From an optimization exercise on the open Yosys and OpenROAD flow, aimed at small area, a short achievable clock period and few clock cycles per item; shortcuts taken in it are not production practice. In this exercise RTL edits were held to simulation tests only and were not proved equivalent to the original. No activity file was given, so power comes from the tool's default toggle rates.

<file path="config.mk">
export PLATFORM = sky130hd
export DESIGN_NAME = newton_square_root_top
export DESIGN_NICKNAME = newton_square_root_top
export VERILOG_FILES = /design/flow/design.v
export SDC_FILE = /design/flow/constraint.sdc
export NUM_CORES = 4
export LEC_CHECK = 0
export CAP_MARGIN = 20
export CORE_MARGIN = 2
export CORE_UTILIZATION = 30
export SLEW_MARGIN = 20
</file>
<file path="constraint.sdc">
create_clock -name core_clock -period 11.0 [get_ports {clock}]
set_input_delay 2.2000 -clock core_clock [delete_from_list [all_inputs] [get_ports {clock}]]
set_output_delay 2.2000 -clock core_clock [all_outputs]
set_load 0.01 [all_outputs]
</file>
<file path="design.v">
package nsqrt_pkg;
   localparam logic [31:0] NEG_ONE_Q16 = 32'hFFFF_0000;
   localparam logic [31:0] TOL_RESET   = 32'h0001_0000;
endpackage
module newton_square_root_top (
   input  logic               clock,
   input  logic               reset,
   input  logic               req_valid,
   output logic               req_stall,
   input  logic signed [31:0] req_radicand,
   output logic               rsp_valid,
   input  logic               rsp_stall,
   output logic signed [31:0] rsp_root,
   output logic [6:0]         rsp_steps_taken,
   output logic               rsp_negative_input,
   input  logic               csr_write_enable,
   input  logic [31:0]        csr_write_data
);
   typedef enum logic [2:0] {
      S_IDLE, S_INIT, S_CHK0, S_UPD, S_DIV, S_OUT, S_OUTP
   } state_type;
   state_type   state_ff;
   logic [31:0] tol_ff;
   logic [31:0] w_ff;       
   logic [4:0]  k_ff;       
   logic [4:0]  cnt_ff;     
   logic [30:0] x_ff;
   logic [23:0] q_ff;
   logic [30:0] p_ff;       
   logic [6:0]  n_ff;
   logic        neg_ff;
   logic        pend_ff;    
   logic        big_ff;     
   logic [34:0] acc_ff;     
   logic [16:0] sqm_ff;     
   logic [33:0] sqw_ff;     
   logic        cdone_ff;   
   logic        cpass_ff, cle0_ff, ccyc_ff;
   always_ff @(posedge clock) begin
      if (reset) tol_ff <= nsqrt_pkg::TOL_RESET;
      else if (csr_write_enable) tol_ff <= csr_write_data;
   end
   assign req_stall          = !(state_ff == S_IDLE || state_ff == S_OUT);
   assign rsp_valid          = (state_ff == S_OUT || state_ff == S_OUTP);
   assign rsp_root           = {neg_ff, {15{neg_ff}} | x_ff[30:16], x_ff[15:0]};
   assign rsp_steps_taken    = n_ff;
   assign rsp_negative_input = neg_ff;
   logic [30:0] a;
   logic        a_ge1;
   logic [4:0]  half_bl;    
   logic [17:0] e0;
   assign a     = w_ff[30:0];
   assign a_ge1 = |a[30:16];
   assign e0    = a[17:0] - 18'h08000;
   always_comb begin
      half_bl = 5'd0;
      for (int i = 0; i < 31; i++)
         if (a[i]) half_bl = 5'((i + 2) / 2);
   end
   logic sq_done, c_pos, c_neg, c_cyc;
   assign sq_done = (sqm_ff == 17'd0);
   assign c_pos   = (acc_ff[33:32] == 2'b00) && (acc_ff[31:0] < tol_ff);
   assign c_neg   = (acc_ff[33:32] == 2'b11) && (acc_ff[31:0] >= ~tol_ff);
   assign c_cyc   = (~acc_ff[33:0] == {2'b00, x_ff, 1'b0});    
   logic        div_bit;
   logic [32:0] trial;
   logic        div_last;
   assign div_bit  = (cnt_ff < 5'd8) ? w_ff[3'd7 - cnt_ff[2:0]] : 1'b0;
   assign trial    = {1'b0, p_ff, div_bit} - {2'b00, x_ff};
   assign div_last = (cnt_ff == k_ff - 5'd1);
   logic [31:0] upd_s;
   logic [30:0] upd_d;
   logic [31:0] upd_r;
   assign upd_s = {1'b0, x_ff} + {8'd0, q_ff};
   assign upd_d = x_ff - {7'd0, q_ff};
   assign upd_r = {1'b0, p_ff} + (upd_d[0] ? {8'd0, q_ff} : 32'd0);
   logic chk_ready, chk_pass, chk_le0;
   assign chk_ready = big_ff || cdone_ff;
   assign chk_pass  = !big_ff && cpass_ff;
   assign chk_le0   = !big_ff && cle0_ff;
   always_ff @(posedge clock) begin
      if (!sq_done) begin
         if (sqm_ff[0]) acc_ff <= acc_ff + {1'b0, sqw_ff};
         sqm_ff <= sqm_ff >> 1;
         sqw_ff <= sqw_ff << 1;
      end
      cdone_ff <= sq_done;
      cpass_ff <= acc_ff[34] ? c_neg : c_pos;
      cle0_ff  <= acc_ff[34];
      ccyc_ff  <= c_cyc;
      if (reset) begin
         state_ff <= S_IDLE;
      end else begin
         unique case (state_ff)
            S_IDLE: begin
               w_ff <= req_radicand;
               if (req_valid) state_ff <= S_INIT;
            end
            S_INIT: begin
               n_ff     <= '0;
               neg_ff   <= w_ff[31];
               p_ff     <= '0;
               k_ff     <= 5'd8 + half_bl;
               cnt_ff   <= 5'd16 - half_bl;
               cdone_ff <= 1'b0;
               if (w_ff[31] || a == 31'd0) begin
                  x_ff     <= '0;
                  state_ff <= S_OUT;
               end else begin
                  state_ff <= S_CHK0;
                  if (a_ge1) begin
                     x_ff   <= a;
                     q_ff   <= 24'h01_0000;
                     acc_ff <= ~35'h0_4000_0000;
                     big_ff <= e0[17] || |a[30:18];
                     sqm_ff <= e0[16:0];
                     sqw_ff <= {17'd0, e0[16:0]};
                  end else begin
                     x_ff   <= 31'h0001_0000;
                     q_ff   <= {8'd0, a[15:0]};
                     acc_ff <= ~{3'd0, a[15:0], 16'd0};
                     big_ff <= 1'b0;
                     sqm_ff <= 17'd1;
                     sqw_ff <= 34'h1_0000_0000;
                  end
               end
            end
            S_CHK0: begin
               if (cnt_ff >= 5'd2) begin
                  w_ff   <= w_ff << 2;
                  cnt_ff <= cnt_ff - 5'd2;
               end else if (cnt_ff == 5'd1) begin
                  w_ff   <= w_ff << 1;
                  cnt_ff <= 5'd0;
               end
               if (chk_ready) begin
                  if (chk_pass) state_ff <= S_OUT;
                  else if (cnt_ff <= 5'd2) state_ff <= S_UPD;
               end
            end
            S_UPD: begin
               x_ff     <= upd_s[31:1];
               n_ff     <= n_ff + 7'd1;
               p_ff     <= {7'd0, w_ff[31:8]};
               q_ff     <= '0;
               cnt_ff   <= '0;
               pend_ff  <= 1'b1;
               cdone_ff <= 1'b0;
               big_ff   <= |upd_d[30:18];
               acc_ff   <= ~{3'd0, upd_r};
               sqm_ff   <= upd_d[17:1];
               sqw_ff   <= {17'd0, upd_d[17:1]};
               state_ff <= S_DIV;
            end
            S_DIV: begin
               cnt_ff <= cnt_ff + 5'd1;
               q_ff   <= {q_ff[22:0], ~trial[32]};
               if (!trial[32]) p_ff <= trial[30:0];
               else p_ff <= {p_ff[29:0], div_bit};
               if (pend_ff && chk_ready) begin
                  if (chk_pass) begin
                     state_ff <= S_OUT;
                  end else if (chk_le0) begin
                     state_ff <= S_OUT;
                     n_ff     <= 7'd100;
                     if (ccyc_ff) begin
                        if (tol_ff != 32'd0) begin
                           x_ff[0] <= 1'b1;
                           n_ff    <= n_ff + 7'd1;
                        end else begin
                           x_ff[0] <= n_ff[0];
                        end
                     end
                  end else begin
                     pend_ff <= 1'b0;
                     if (div_last) state_ff <= S_UPD;
                  end
               end else if (!pend_ff && div_last) begin
                  state_ff <= S_UPD;
               end else if (pend_ff && div_last) begin
                  cnt_ff <= cnt_ff;
                  q_ff   <= q_ff;
                  p_ff   <= p_ff;
                  state_ff <= S_DIV;
               end
            end
            S_OUT: begin
               w_ff <= req_radicand;
               if (req_valid) state_ff <= rsp_stall ? S_OUTP : S_INIT;
               else if (!rsp_stall) state_ff <= S_IDLE;
            end
            S_OUTP: if (!rsp_stall) state_ff <= S_INIT;
            default: state_ff <= S_IDLE;
         endcase
      end
   end
endmodule
</file>
<file path="run.sh">
#!/bin/bash
# synth_recipe.tcl (not shown) runs the flow's synth.tcl, then flattens the netlist and writes it again
# the make line also repeats each setting of config.mk as NAME=value (left out here)
make -C /OpenROAD-flow-scripts/flow DESIGN_CONFIG=/design/flow/config.mk WORK_HOME=/design/flow/orfs CLKGATE_MAP_FILE= SYNTH_SCRIPT=/design/flow/synth_recipe.tcl finish
</file>
==> results.ini, run 1 <==
[outcome]
status = timing/DRC/antenna clean

[route]
drtIter0Drc = 2119
postRouteAntennaNets = 0
drcViolationCount = 0
dr.pass1.iters = 5
detail_route.vias_per_cell = 5.52
wirelength_microns = 78800
num_vias = 20100
wire_per_inst_microns = 21.6

[clocking]
cts_setup_buffers = 0
clkSinkCount = 263
ctsResizeCount = 0
insertion_delay_ps = 600
clk_pin_slew_ps = 60
clockBufferDepth = 3
numCtsBuffers = 31
cts_hold_buf = 0
cts_tree = yes
h-tree-depth = 1
cts_root_buf = clkbuf_16

[logic_synthesis]
syn_area_sq_um = 21800
ys_ff_latch = 263
synthFlopType = edfxtp_1
synth-seq-area-share_pct = 30.4
ys_warn_count = 1
async_reset_ff_share_pct = 0
synth_cell_types = 93
syn_area_per_cell_sq_um = 8.25
synth_edf_count = 138
synth_cells = 2648
synth.net_count = 2932

[timing]
hold_viol = 0
finalClockSkew_ps = 16.3
finalSetupViolations = 0
layout_min_cycle_time_ps = 5120
fin_crit_sh_pct = 46.6
rsz0062_at_grt = no
final_max_slew_viol_count = 0
tns_ps = 0
clock.fmax_ghz = 0.195
tightest_slew_ps = 1010
slew_headroom_pct = 32.6

[placed_design]
placed_area_sq_um = 23800
routabilityCongestion = 0.952
io_buffers = 110
place_hpwl_microns = 60600

[floorplan]
fp-row-count = 98
die_w_microns = 274
dieArea_sq_um = 75000
core_sq_um = 71700
io_pins = 111
chipHeight_microns = 274
initial_core_util_pct = 30.5

[final_layout]
final_area_sq_um = 24700
fillerInstances = 7544
regArea_sq_um = 6650
multi_input_area_sq_um = 14000
post-route-util_pct = 34.5
final_layout_size_suffix_gt1_share_pct = 5.46
area_growth_pct = 13.2
fin_nets = 2954

[power_and_ir_drop]
p_leak_nw = 10.2
vdd_drop_max_mv = 0.139
power.total_mw = 6.54
powerDensity_nw_per_um2 = 265

[worst_setup_path]
arrival_ps = 5470
critPathLaunchType = flop
crit_path_start = w_ff[1]
critPathMaxFanout = 29
worstSetupEndpointType = flop
r2r-start = w_ff[1]
worstSetupPathType = flop to flop
required_ps = 11340

[grt]
overflow = 0
grt_pass1_vias = 18900
grt_antenna_before_repair = 1
grt_usage_pct = 20.5
grt_pass1_wl_microns = 118000
grt_start_max_net_pins = 64

[min_path]
min_from = sqm_ff[2]
hold_path.class = flop to flop

[job]
drv_cap = 0

## state kept, by name (all words and copies together) (netlist names)
name / flops
acc_ff: 35
sqw_ff: 34
tol_ff: 32
w_ff: 32
p_ff: 31
x_ff: 31
q_ff: 24
sqm_ff: 17
n_ff: 7
cnt_ff: 5
k_ff: 5
state_ff: 3
big_ff: 1
ccyc_ff: 1
cdone_ff: 1
cle0_ff: 1
cpass_ff: 1
neg_ff: 1
pend_ff: 1
## cells in the final DEF (no fill, tap or decap), types with 21 or more instances in the layout
cell	count
a21o_1	54
o21ai_1	28
nand3_1	77
a31oi_1	31
clkbuf_16	31
a211oi_1	24
clkdlybuf4s50_1	108
a21oi_1	235
nand4_1	21
o21bai_1	23
xnor2_1	101
o21ai_0	164
nand2_1	251
nor2_1	242
nor2b_1	34
xor2_1	60
edfxtp_1	138
dfxtp_1	125
mux2i_1	90
nand2b_1	24
nor4_1	31
ha_1	210
buf_4	29
and3_1	24
inv_1	159
nor3_1	39
## critical path: stages, from the launching register on
cell and delay (ps):
edfxtp_1 600, mux4_2 550, nand2_1 90, nand2_1 50, nand2_1 90, ha_1 180, inv_1 60, fa_1 420
a211oi_1 380, o21ai_1 190, a22o_1 330, a221oi_1 380, o311ai_1 160, a21oi_1 340, o21ai_4 190, buf_4 290
inv_2 300, or4_1 170, nand3_1 70
## synthesized netlist by cell type (23+ instances only)
cell type / count / share of area [%]
mux2i_1: 90 / 4.1
a21oi_1: 235 / 5.4
inv_1: 160 / 2.7
a31oi_1: 31 / 0.89
o21ai_1: 28 / 0.64
o21ai_0: 164 / 3.8
clkbuf_1: 94 / 1.6
nor3_1: 43 / 0.99
nor2_1: 243 / 4.2
nor4_1: 31 / 0.89
a21o_1: 54 / 1.9
dfxtp_1: 125 / 11
a211oi_1: 24 / 0.82
nor2b_1: 34 / 0.97
nand2b_1: 24 / 0.69
nand2_1: 251 / 4.3
ha_1: 210 / 12
edfxtp_1: 138 / 19
nand3_1: 78 / 1.8
o21bai_1: 23 / 0.79
and3_1: 24 / 0.69
xor2_1: 60 / 2.4
xnor2_1: 101 / 4.0
## power by group
group          internal, mW  switching, mW  total, mW  leakage [nW]
logic                  1.36           2.16       3.52          7.42
registers              1.43          0.554       1.99          2.33
clock network         0.583          0.449       1.03         0.470
total                  3.37           3.17       6.54          10.2
## routing by layer
layer	GRT usage (%)	vias up	part of all wire, %
met1	30.0	9595	47
met4	4.00	2	1.9
met3	3.21	87	8.1
met5	0	-	0.013
met2	31.5	823	43
li1	-	9596	-
## cell type report
class	count	area share, %
sequential	263	26.9
multi-input combinational	2068	56.6
clock buffer	45	3.47
inverter	167	2.54
antenna	2	0.0202
timing repair buffer	139	5.29
clock inverter	11	0.435
tap	950	4.81
## per-stage QoR
step                cells  setup WS (ps)  hold slack, ps
finish               3645           5880             449
detailed placement   3587           5990             441
global route         3643           5630             470
CTS                  3643           5970             448
floorplan            2648           2970             371
global placement     3587           6090             431
## worst paths after layout
kind                     to  slack, ps  cells after the start
hold / removal    sqm_ff[1]        450                      2
setup reg to reg    p_ff[4]       5880                     18
hold reg to reg   sqm_ff[1]        450                      2
setup / recovery    p_ff[4]       5880                     18
## cells by family after synthesis
| logic type | count (synthesis) | share of synthesized area (%) |
|---|---|---|
| AND/OR/NAND/NOR | 829 | 17.9 |
| AO/OA/AOI/OAI | 767 | 22.3 |
| buffers and inverters | 317 | 5.90 |
| flip-flops | 263 | 30.4 |
| adder cells (fa/ha/maj) | 215 | 12.5 |
| XOR/XNOR | 161 | 6.46 |
| multiplexers | 96 | 4.54 |
Testbench counts, summed over its fixed seeds: cycles 57,797, items 640.
==> run 2: changes to the inputs <==
--- a/design.v
+++ b/design.v
@@ -16,8 +16,8 @@
    input  logic               csr_write_enable,
    input  logic [31:0]        csr_write_data
 );
-   typedef enum logic [2:0] {
-      S_IDLE, S_INIT, S_CHK0, S_UPD, S_DIV, S_OUT, S_OUTP
+   typedef enum logic [3:0] {
+      S_IDLE, S_INIT, S_CHK0, S_UPD, S_DIV, S_CYC, S_OUT, S_OUTP
    } state_type;
    state_type   state_ff;
    logic [31:0] tol_ff;
@@ -26,7 +26,7 @@
    logic [4:0]  cnt_ff;     
    logic [30:0] x_ff;
    logic [23:0] q_ff;
-   logic [30:0] p_ff;       
+   logic [31:0] p_ff;       
    logic [6:0]  n_ff;
    logic        neg_ff;
    logic        pend_ff;    
@@ -35,7 +35,7 @@
    logic [16:0] sqm_ff;     
    logic [33:0] sqw_ff;     
    logic        cdone_ff;   
-   logic        cpass_ff, cle0_ff, ccyc_ff;
+   logic        cpass_ff, cle0_ff, czero_ff;
    always_ff @(posedge clock) begin
       if (reset) tol_ff <= nsqrt_pkg::TOL_RESET;
       else if (csr_write_enable) tol_ff <= csr_write_data;
@@ -57,23 +57,23 @@
       for (int i = 0; i < 31; i++)
          if (a[i]) half_bl = 5'((i + 2) / 2);
    end
-   logic sq_done, c_pos, c_neg, c_cyc;
+   logic        sq_done, c_pass;
+   logic [33:0] acc_mag;
    assign sq_done = (sqm_ff == 17'd0);
-   assign c_pos   = (acc_ff[33:32] == 2'b00) && (acc_ff[31:0] < tol_ff);
-   assign c_neg   = (acc_ff[33:32] == 2'b11) && (acc_ff[31:0] >= ~tol_ff);
-   assign c_cyc   = (~acc_ff[33:0] == {2'b00, x_ff, 1'b0});    
-   logic        div_bit;
+   assign acc_mag = acc_ff[33:0] ^ {34{acc_ff[34]}};
+   assign c_pass  = {acc_mag, 1'b0} < {2'b00, tol_ff, acc_ff[34]};
+   logic        div_next;   
    logic [32:0] trial;
    logic        div_last;
-   assign div_bit  = (cnt_ff < 5'd8) ? w_ff[3'd7 - cnt_ff[2:0]] : 1'b0;
-   assign trial    = {1'b0, p_ff, div_bit} - {2'b00, x_ff};
+   assign div_next = (cnt_ff < 5'd7) ? w_ff[3'd6 - cnt_ff[2:0]] : 1'b0;
+   assign trial    = {1'b0, p_ff} - {2'b00, x_ff};
    assign div_last = (cnt_ff == k_ff - 5'd1);
    logic [31:0] upd_s;
    logic [30:0] upd_d;
    logic [31:0] upd_r;
    assign upd_s = {1'b0, x_ff} + {8'd0, q_ff};
    assign upd_d = x_ff - {7'd0, q_ff};
-   assign upd_r = {1'b0, p_ff} + (upd_d[0] ? {8'd0, q_ff} : 32'd0);
+   assign upd_r = {1'b0, p_ff[31:1]} + (upd_d[0] ? {8'd0, q_ff} : 32'd0);
    logic chk_ready, chk_pass, chk_le0;
    assign chk_ready = big_ff || cdone_ff;
    assign chk_pass  = !big_ff && cpass_ff;
@@ -85,9 +85,9 @@
          sqw_ff <= sqw_ff << 1;
       end
       cdone_ff <= sq_done;
-      cpass_ff <= acc_ff[34] ? c_neg : c_pos;
+      cpass_ff <= c_pass;
       cle0_ff  <= acc_ff[34];
-      ccyc_ff  <= c_cyc;
+      czero_ff <= (acc_ff == 35'd0);
       if (reset) begin
          state_ff <= S_IDLE;
       end else begin
@@ -141,7 +141,7 @@
             S_UPD: begin
                x_ff     <= upd_s[31:1];
                n_ff     <= n_ff + 7'd1;
-               p_ff     <= {7'd0, w_ff[31:8]};
+               p_ff     <= {7'd0, w_ff[31:7]};
                q_ff     <= '0;
                cnt_ff   <= '0;
                pend_ff  <= 1'b1;
@@ -155,22 +155,16 @@
             S_DIV: begin
                cnt_ff <= cnt_ff + 5'd1;
                q_ff   <= {q_ff[22:0], ~trial[32]};
-               if (!trial[32]) p_ff <= trial[30:0];
-               else p_ff <= {p_ff[29:0], div_bit};
+               if (!trial[32]) p_ff <= {trial[30:0], div_next};
+               else p_ff <= {p_ff[30:0], div_next};
                if (pend_ff && chk_ready) begin
                   if (chk_pass) begin
                      state_ff <= S_OUT;
                   end else if (chk_le0) begin
-                     state_ff <= S_OUT;
-                     n_ff     <= 7'd100;
-                     if (ccyc_ff) begin
-                        if (tol_ff != 32'd0) begin
-                           x_ff[0] <= 1'b1;
-                           n_ff    <= n_ff + 7'd1;
-                        end else begin
-                           x_ff[0] <= n_ff[0];
-                        end
-                     end
+                     state_ff <= S_CYC;
+                     cdone_ff <= 1'b0;
+                     sqm_ff   <= 17'd1;
+                     sqw_ff   <= {2'b00, x_ff, 1'b1};
                   end else begin
                      pend_ff <= 1'b0;
                      if (div_last) state_ff <= S_UPD;
@@ -184,6 +178,20 @@
                   state_ff <= S_DIV;
                end
             end
+            S_CYC: begin
+               if (cdone_ff) begin
+                  state_ff <= S_OUT;
+                  n_ff     <= 7'd100;
+                  if (czero_ff) begin
+                     if (cpass_ff) begin
+                        x_ff[0] <= 1'b1;
+                        n_ff    <= n_ff + 7'd1;
+                     end else begin
+                        x_ff[0] <= n_ff[0];
+                     end
+                  end
+               end
+            end
             S_OUT: begin
                w_ff <= req_radicand;
                if (req_valid) state_ff <= rsp_stall ? S_OUTP : S_INIT;
==> flow/run.sh (new file) <==
#!/bin/bash
# The standard layout, with timing repair aiming well below the clock period.
set -euo pipefail
echo "export SETUP_SLACK_MARGIN = 7.0" >> config.mk
bash standard.sh > standard.log 2>&1
==> standard.sh (new file) <==
#!/bin/bash
# synth_recipe.tcl (not shown) runs the flow's synth.tcl, then flattens the netlist and writes it again
# the make line also repeats each setting of config.mk as NAME=value (left out here)
make -C /OpenROAD-flow-scripts/flow DESIGN_CONFIG=/design/flow/config.mk WORK_HOME=/design/flow/orfs CLKGATE_MAP_FILE= SYNTH_SCRIPT=/design/flow/synth_recipe.tcl "${@:-finish}"
--- a/config.mk
+++ b/config.mk
@@ -9,3 +9,4 @@
 export CORE_MARGIN = 2
 export CORE_UTILIZATION = 30
 export SLEW_MARGIN = 20
+export SETUP_SLACK_MARGIN = 7.0
removed: run.sh
==> results.ini, run 2 <==
[floorplan]
chipHeight_microns = 274  ; about the same
die_w_microns = 274  ; about the same
dieArea_sq_um = 74900  ; about the same
io_pins = 111  ; unchanged
initial_core_util_pct = 30.4  ; about the same
core_sq_um = 71700  ; unchanged
fp-row-count = 98  ; unchanged

[min_path]
min_to = sqm_ff[6]
min_from = sqm_ff[7]
hold_path.class = flop to flop
whs_path_depth = 2  ; unchanged

[power_and_ir_drop]
combPwrFrac_pct = 56.2  ; +2.4 points
p_sw_mw = 3.48  ; +9.9%
intPower_mw = 3.89  ; +15%
seqPwrFrac_pct = 27.6  ; -2.8 points
powerDensity_nw_per_um2 = 286  ; +8.0%
vdd_drop_max_mv = 0.135  ; -3.1%
p_leak_nw = 10.5  ; +2.8%
power.total_mw = 7.37  ; +13%
clkPwrFrac_pct = 16.2  ; +0.4 points
switching_share_pct = 47.3  ; -1.2 points

[clocking]
clkSinkCount = 264  ; +0.38%
clockBufferDepth = 3  ; unchanged
numCtsBuffers = 34  ; +9.7%
cts_hold_buf = 0  ; unchanged
clk_pin_slew_ps = 50  ; about the same
h-tree-depth = 2  ; +1
cts_tree = yes
insertion_delay_ps = 560  ; -40 ps
cts_root_buf = clkbuf_16

[worst_setup_path]
critPathLaunchType = flop
worstSetupEndpointType = output port
arrival_ps = 1830  ; -3640 ps
required_ps = 8800  ; -2540 ps
rrSetupSlack_ps = 7130  ; +1250 ps
r2r_end = p_ff[15]
critPathMaxFanout = 4  ; -86%
r2r-start = x_ff[0]
worstSetupPathType = flop to output port
reg2reg_depth = 16  ; -2

[logic_synthesis]
async_reset_ff_share_pct = 0  ; unchanged
synth.most_common_cell = nand2_1
synth_cell_types = 93  ; unchanged
synth.net_count = 2915  ; -0.58%
synth-xor-area-share_pct = 6.34  ; -0.12 points
synth_commonest_cells = nand2_1, nor2_1, a21oi_1
synth_fa_ha_area_share_pct = 10.7  ; -1.8 points
syn_area_sq_um = 21800  ; about the same
synth.area.top_cells = edfxtp_1, dfxtp_1, ha_1, a21oi_1, mux2i_1
synth-seq-area-share_pct = 30.6  ; +0.16 points
synth_edf_count = 139  ; +0.72%
synth-simple-area-share_pct = 18.1  ; +0.24 points
synthFlopType = edfxtp_1
ys_ff_latch = 264  ; +0.38%
synth_top_area_cell = edfxtp_1
synth_compound_area_share_pct = 22.9  ; +0.56 points
synth.area.mux_share_pct = 5.33  ; +0.79 points
syn_area_per_cell_sq_um = 8.20  ; -0.63%
synth_top_family_by_area = compound AO/OA/AOI/OAI gates
synth_cells = 2663  ; +0.57%
ys_warn_count = 1  ; unchanged
yosysTopAreaCellShare_pct = 19.1  ; +0.15 points

[timing]
tns_ps = 0  ; unchanged
final_max_slew_viol_count = 0  ; unchanged
slew_headroom_pct = 30.1  ; -2.5 points
tightest_slew_ps = 1050  ; +39.3 ps
fin_crit_sh_pct = 36.6  ; -10 points
finalClockSkew_ps = 22.6  ; +6.32 ps
hold_slack_ps = 457  ; +8.22 ps
fin_ws_ps = 6970  ; +1100 ps
hold_viol = 0  ; unchanged
finalSetupViolations = 0  ; unchanged
rsz0062_at_grt = yes
layout_min_cycle_time_ps = 4030  ; -1100 ps
clock.fmax_ghz = 0.248  ; +27%

[placed_design]
place_hpwl_microns = 57200  ; -5.7%
dp_slack_ps = 5490  ; -507 ps
placed_area_sq_um = 23700  ; -0.28%
io_buffers = 110  ; unchanged
dp.cells = 3596  ; +0.25%
routabilityCongestion = 0.912  ; -4.2%

[route]
wl_met1_microns = 35500  ; -4.4%
wirelength_microns = 79000  ; +0.17%
num_vias = 20600  ; +2.3%
postRouteAntennaNets = 0  ; unchanged
top_layer_used = met5
wire_per_inst_microns = 21.2  ; -1.9%
met3WireLength_microns = 6220  ; -2.6%
wl_met2_microns = 34600  ; +2.1%
drtIter0Drc = 2030  ; -4.2%
drcViolationCount = 0  ; unchanged
detail_route.vias_per_cell = 5.53  ; +0.19%
dr.pass1.iters = 5  ; unchanged

[final_layout]
antennaDiodeCount = 0  ; -2
fin_nets = 3000  ; +1.6%
largest_register_ffs = 35  ; unchanged
top_register = acc_ff
post-route-util_pct = 35.9  ; +1.5 points
largest_registers = acc_ff: 35 flops, sqw_ff: 34 flops
final_area_sq_um = 25800  ; +4.3%
fin_cells = 3722  ; +2.1%
mostFrequentLayoutCells = nand2_1, nor2_1, a21oi_1
area_growth_pct = 18.1
layout_commonest_cell = nand2_1
final_layout_size_suffix_gt1_share_pct = 8.98  ; +3.5 points

[outcome]
status = timing/DRC/antenna clean

[grt]
overflow = 0  ; unchanged
grt_pass1_vias = 18900  ; +0.34%
grt_pass1_wl_microns = 117000  ; -0.86%
grt_usage_pct = 20.2  ; -0.24 points
grt_antenna_before_repair = 3  ; +2
grt_start_max_net_pins = 47  ; -27%

[job]
drv_cap = 0  ; unchanged

run 2: cell count changes after synthesis, sizes merged, moves of 9 or more:
cell    change
o21a       +18
o21bai     -14
mux2i      +16
a21oi      -13
nand2      -10
and3       -11
ha         -32
xor2       +12
xnor2      -15
nor3        +9
nand3      +18
o21ai      +18
run 2: layout make-up:
class	instances	area [sq um]
timing repair buffer	204	2060
fill	7328	45900
tap	950	1190
multi-input combinational	2075	14000
sequential	264	6680
inverter	169	651
clock inverter	19	230
clock buffer	41	941
run 2: critical path: stages, from the launching register on:
cell and delay [ps]:
edfxtp_1 480, buf_4 180, buf_4 120, clkdlybuf4s50_1 500
run 2: cell families (layout without fill, tap and decap cells):
logic type,Yosys count,count (layout)
AO/OA/AOI/OAI,783,783
flip-flops,264,264
adder cells (fa/ha/maj),183,183
multiplexers,113,113
XOR/XNOR,158,158
buffers and inverters,325,433
AND/OR/NAND/NOR,837,838
run 2: per-layer routing:
layer	GRT usage, %	vias to the layer above
met1	29.1	9796
met4	6.43	6
met3	2.53	122
met2	31.2	831
li1	-	9811
met5	0	-
run 2: power groups by stage:
| stage | Combinational, mW | Sequential (mW) | Clock (mW) |
|---|---|---|---|
| after global routing | 4.54 | 2.04 | 1.24 |
| after detailed placement | 3.75 | 2.05 | 0 |
| after floorplan | 2.96 | 1.64 | 0 |
| final | 4.14 | 2.03 | 1.20 |
| after global placement | 3.73 | 2.05 | 0 |
| after CTS | 3.99 | 2.01 | 1.21 |
run 2: what timing repair did:
item | 4_1_cts | 5_1_grt
pin swaps | 6 | 4
setup endpoints to repair | 161 | 74
cloned | 6 | 5
setup buffers | 29 | 25
resized for setup | 56 | 20
run 2: worst max-delay path by stage:
stage / startpoint / to / slack [ps] / cells past startpoint
global route: x_ff[0] / rsp_root[0] / 6970 / 3
global placement: reset / sqw_ff[5] / 5520 / 15
finish: x_ff[0] / rsp_root[0] / 6970 / 3
detailed placement: reset / sqw_ff[5] / 5490 / 15
CTS: state_ff[1] / req_stall / 6930 / 6
floorplan: reset / q_ff[0] / 6990 / 7
Testbench counts of run 2, summed over its fixed seeds: cycles 58,277, items 640.
==> run 3: changes to the inputs <==
==> run.sh (new file) <==
#!/bin/bash
# synth_recipe.tcl (not shown) runs the flow's synth.tcl, then flattens the netlist and writes it again
# the make line also repeats each setting of config.mk as NAME=value (left out here)
make -C /OpenROAD-flow-scripts/flow DESIGN_CONFIG=/design/flow/config.mk WORK_HOME=/design/flow/orfs CLKGATE_MAP_FILE= SYNTH_SCRIPT=/design/flow/synth_recipe.tcl finish
--- a/config.mk
+++ b/config.mk
@@ -9,4 +9,3 @@
 export CORE_MARGIN = 2
 export CORE_UTILIZATION = 30
 export SLEW_MARGIN = 20
-export SETUP_SLACK_MARGIN = 7.0
removed: flow/run.sh
removed: standard.sh
==> results.ini, run 3 <==
[timing]
tightest_slew_ps = 1060  ; +13.2 ps
final_max_slew_viol_count = 0  ; unchanged
slew_headroom_pct = 29.2  ; -0.88 points
tns_ps = 0  ; unchanged
finalClockSkew_ps = 23.7  ; +1.06 ps
clock.fmax_ghz = 0.203  ; -18%
finalSetupViolations = 0  ; unchanged
fin_ws_ps = 6070  ; -903 ps
fin_crit_sh_pct = 44.8  ; +8.2 points
hold_viol = 0  ; unchanged
layout_min_cycle_time_ps = 4930  ; +903 ps
rsz0062_at_grt = no

[logic_synthesis]
synth_edf_count = 139  ; unchanged
synth_cell_types = 93  ; unchanged
synth-seq-area-share_pct = 30.6  ; unchanged
ys_ff_latch = 264  ; unchanged
syn_area_sq_um = 21800  ; unchanged
synth.net_count = 2915  ; unchanged
synth_top_area_cell = edfxtp_1
synth.area.top_cells = edfxtp_1, dfxtp_1, ha_1, a21oi_1, mux2i_1
async_reset_ff_share_pct = 0  ; unchanged
syn_area_per_cell_sq_um = 8.20  ; unchanged
synth_commonest_cells = nand2_1, nor2_1, a21oi_1
synthFlopType = edfxtp_1
yosysTopAreaCellShare_pct = 19.1  ; unchanged
ys_warn_count = 1  ; unchanged
synth_cells = 2663  ; unchanged
synth.most_common_cell = nand2_1

[route]
num_vias = 20300  ; -1.2%
detail_route.vias_per_cell = 5.55  ; +0.44%
dr.pass1.iters = 5  ; unchanged
drcViolationCount = 0  ; unchanged
wirelength_microns = 76100  ; -3.6%
drtIter0Drc = 2179  ; +7.3%
postRouteAntennaNets = 0  ; unchanged
wire_per_inst_microns = 20.8  ; -1.9%

[floorplan]
chipHeight_microns = 274  ; unchanged
die_w_microns = 274  ; unchanged
dieArea_sq_um = 74900  ; unchanged
io_pins = 111  ; unchanged
core_sq_um = 71700  ; unchanged
initial_core_util_pct = 30.4  ; unchanged
fp-row-count = 98  ; unchanged

[final_layout]
final_layout_size_suffix_gt1_share_pct = 6.05  ; -2.9 points
largest_register_ffs = 35  ; unchanged
layout_commonest_cell = nand2_1
fin_nets = 2939  ; -2.0%
area_growth_pct = 13.7
top_register = acc_ff
fillerInstances = 7499  ; +2.3%
largest_registers = acc_ff: 35 flops, sqw_ff: 34 flops
mostFrequentLayoutCells = nand2_1, nor2_1, a21oi_1
antennaDiodeCount = 0  ; unchanged

[worst_setup_path]
critPathLaunchType = flop
r2r_end = acc_ff[25]
cpPeakStageDelay_ps = 710  ; +210 ps
critPathSlowestCell = dfxtp_1
arrival_ps = 2730  ; +900 ps
reg2reg_depth = 15  ; -1
rrSetupSlack_ps = 6510  ; -620 ps
cp_cell_sequence = nor2b_1 -> nor3_2 -> buf_4 -> inv_1 -> clkdlybuf4s50_1
critPathBufInv = 3  ; unchanged
required_ps = 8800  ; about the same
critPathMaxFanout = 65  ; +61
worstSetupPathType = flop to output port
cp_top_family = buffers and inverters
r2r-start = x_ff[0]
crit_path_start = state_ff[2]
worstSetupEndpointType = output port

[clocking]
clkSinkCount = 264  ; unchanged
cts_tree = yes
h-tree-depth = 2  ; unchanged
clockBufferDepth = 3  ; unchanged
insertion_delay_ps = 550  ; about the same
clk_pin_slew_ps = 60  ; about the same
cts_setup_buffers = 0  ; -100%
numCtsBuffers = 35  ; +2.9%
cts_hold_buf = 0  ; unchanged
ctsResizeCount = 0  ; -100%
cts_root_buf = clkbuf_16

[grt]
grt_antenna_before_repair = 1  ; -2
grt_usage_pct = 19.8  ; -0.39 points
overflow = 0  ; unchanged
grt_pass1_wl_microns = 115000  ; -1.9%
grt_pass1_vias = 18800  ; -0.96%
grt_start_max_net_pins = 66  ; +40%

[job]
drv_cap = 0  ; unchanged

[placed_design]
io_buffers = 110  ; unchanged
routabilityCongestion = 0.959  ; +5.2%
place_hpwl_microns = 58300  ; +1.9%
dp_slack_ps = 5810  ; +325 ps

[min_path]
hold_path.class = flop to flop
min_from = sqm_ff[6]
whs_path_depth = 1  ; -1
min_to = sqm_ff[5]

[power_and_ir_drop]
p_leak_nw = 10.0  ; -4.4%
powerDensity_nw_per_um2 = 284  ; -0.72%
vdd_drop_max_mv = 0.124  ; -8.2%

[outcome]
status = timing/DRC/antenna clean

-- run 3: changes by cell type in the layout (fill, tap and decap cells not counted), moves of 3 or more --
cell,previous run,this run
clkbuf_16,41,35
dlygate4sd2_1,15,0
clkdlybuf4s50_1,92,108
a21oi_1,220,223
dfxtp_1,121,124
nor2b_4,3,0
clkinv_4,0,3
bufbuf_16,5,0
buf_12,7,0
ha_1,175,178
a21oi_4,3,0
buf_4,75,33
-- run 3: power breakdown --
part	leakage, nW	switching [mW]	internal [mW]
Clock	0.548	0.472	0.671
Sequential	2.33	0.612	1.44
Combinational	7.15	2.31	1.54
Total	10.0	3.39	3.65
-- run 3: metrics by stage --
step           hold WS [ps]  power (mW)  utilization (%)  area, sq um  instances
2_1_floorplan           329        4.60                -        21800       2663
3_3_place_gp            447        5.80             33.0        23700       3600
4_1_cts                 449        6.98             34.6        24800       3660
3_5_place_dp            442        5.82             33.0        23700       3600
5_1_grt                 460        7.50             34.6        24800       3660
6_report                455        7.04             34.6        24800       3660
-- run 3: layout make-up --
cell class / instances / area [sq um] / area share [%]
flip-flops and latches: 264 / 6680 / 26.9
multi-input cells: 2074 / 13900 / 55.9
repair buffers: 143 / 1340 / 5.39
well taps: 950 / 1190 / 4.79
clock inverters: 19 / 194 / 0.781
clock buffers: 41 / 918 / 3.70
inverters: 169 / 634 / 2.56
-- run 3: how the worst max path moves through the flow --
stage | cells after the start | end | slack [ps]
2_1_floorplan | 7 | q_ff[0] | 5800
3_3_place_gp | 11 | acc_ff[22] | 5860
3_5_place_dp | 11 | acc_ff[22] | 5810
4_1_cts | 5 | req_stall | 6050
5_1_grt | 5 | req_stall | 5880
6_report | 5 | req_stall | 6070
-- run 3: cell families after synthesis --
kind of cell,share of synthesized area (%)
AOI/OAI and AO/OA,22.9
buffers and inverters,6.09
DFF,30.6
adders and majority gates,10.7
and+or+nand+nor,18.1
xor gates and xnor gates,6.34
muxes,5.33
-- run 3: per-layer routing --
metal | up-vias | track usage [%] | routed length [microns]
li1 | 9683 | - | -
met1 | 9627 | 28.0 | 34200
met2 | 874 | 30.7 | 33000
met3 | 128 | 2.60 | 6080
met4 | 0 | 7.20 | 2810
met5 | - | 0 | 0

[re-timing with driven ports]
No port has a modelled driver above. Below, the same layouts with a new extraction and two added sets of constraints. Step 1 assumes that a clkbuf_16 drives the clock port and a buf_2 every other input. Step 2 adds t to the input delays and takes it off the output delays; t is the mean of the earliest and latest rising clock arrival at the registers after step 1. Input paths then give back, and output paths get back, about the clock's delay inside the block. Three values: ideal, step 1, step 2; two values: the first two.
| run | t (ns) | setup slack, ns | worst hold slack (ns) | worst setup path after step 2 | clock arrival spread, ns |
|---|---|---|---|---|---|
| run 1 | 0.661 | 5.875 / 5.875 / 5.875 | 0.449 / 0.449 / 0.449 | register to register | 0.016 / 0.016 |
| run 2 | 0.603 | 6.974 / 6.919 / 6.517 | 0.457 / 0.457 / 0.457 | input to register | 0.023 / 0.023 |
| run 3 | 0.591 | 6.071 / 6.016 / 5.833 | 0.455 / 0.455 / 0.455 | input to register | 0.024 / 0.024 |
After both steps setup and hold are still met in every run listed. The setup slack of run 2, which loses most, moves by -0.055 ns with the drivers and by -0.457 ns with both steps.
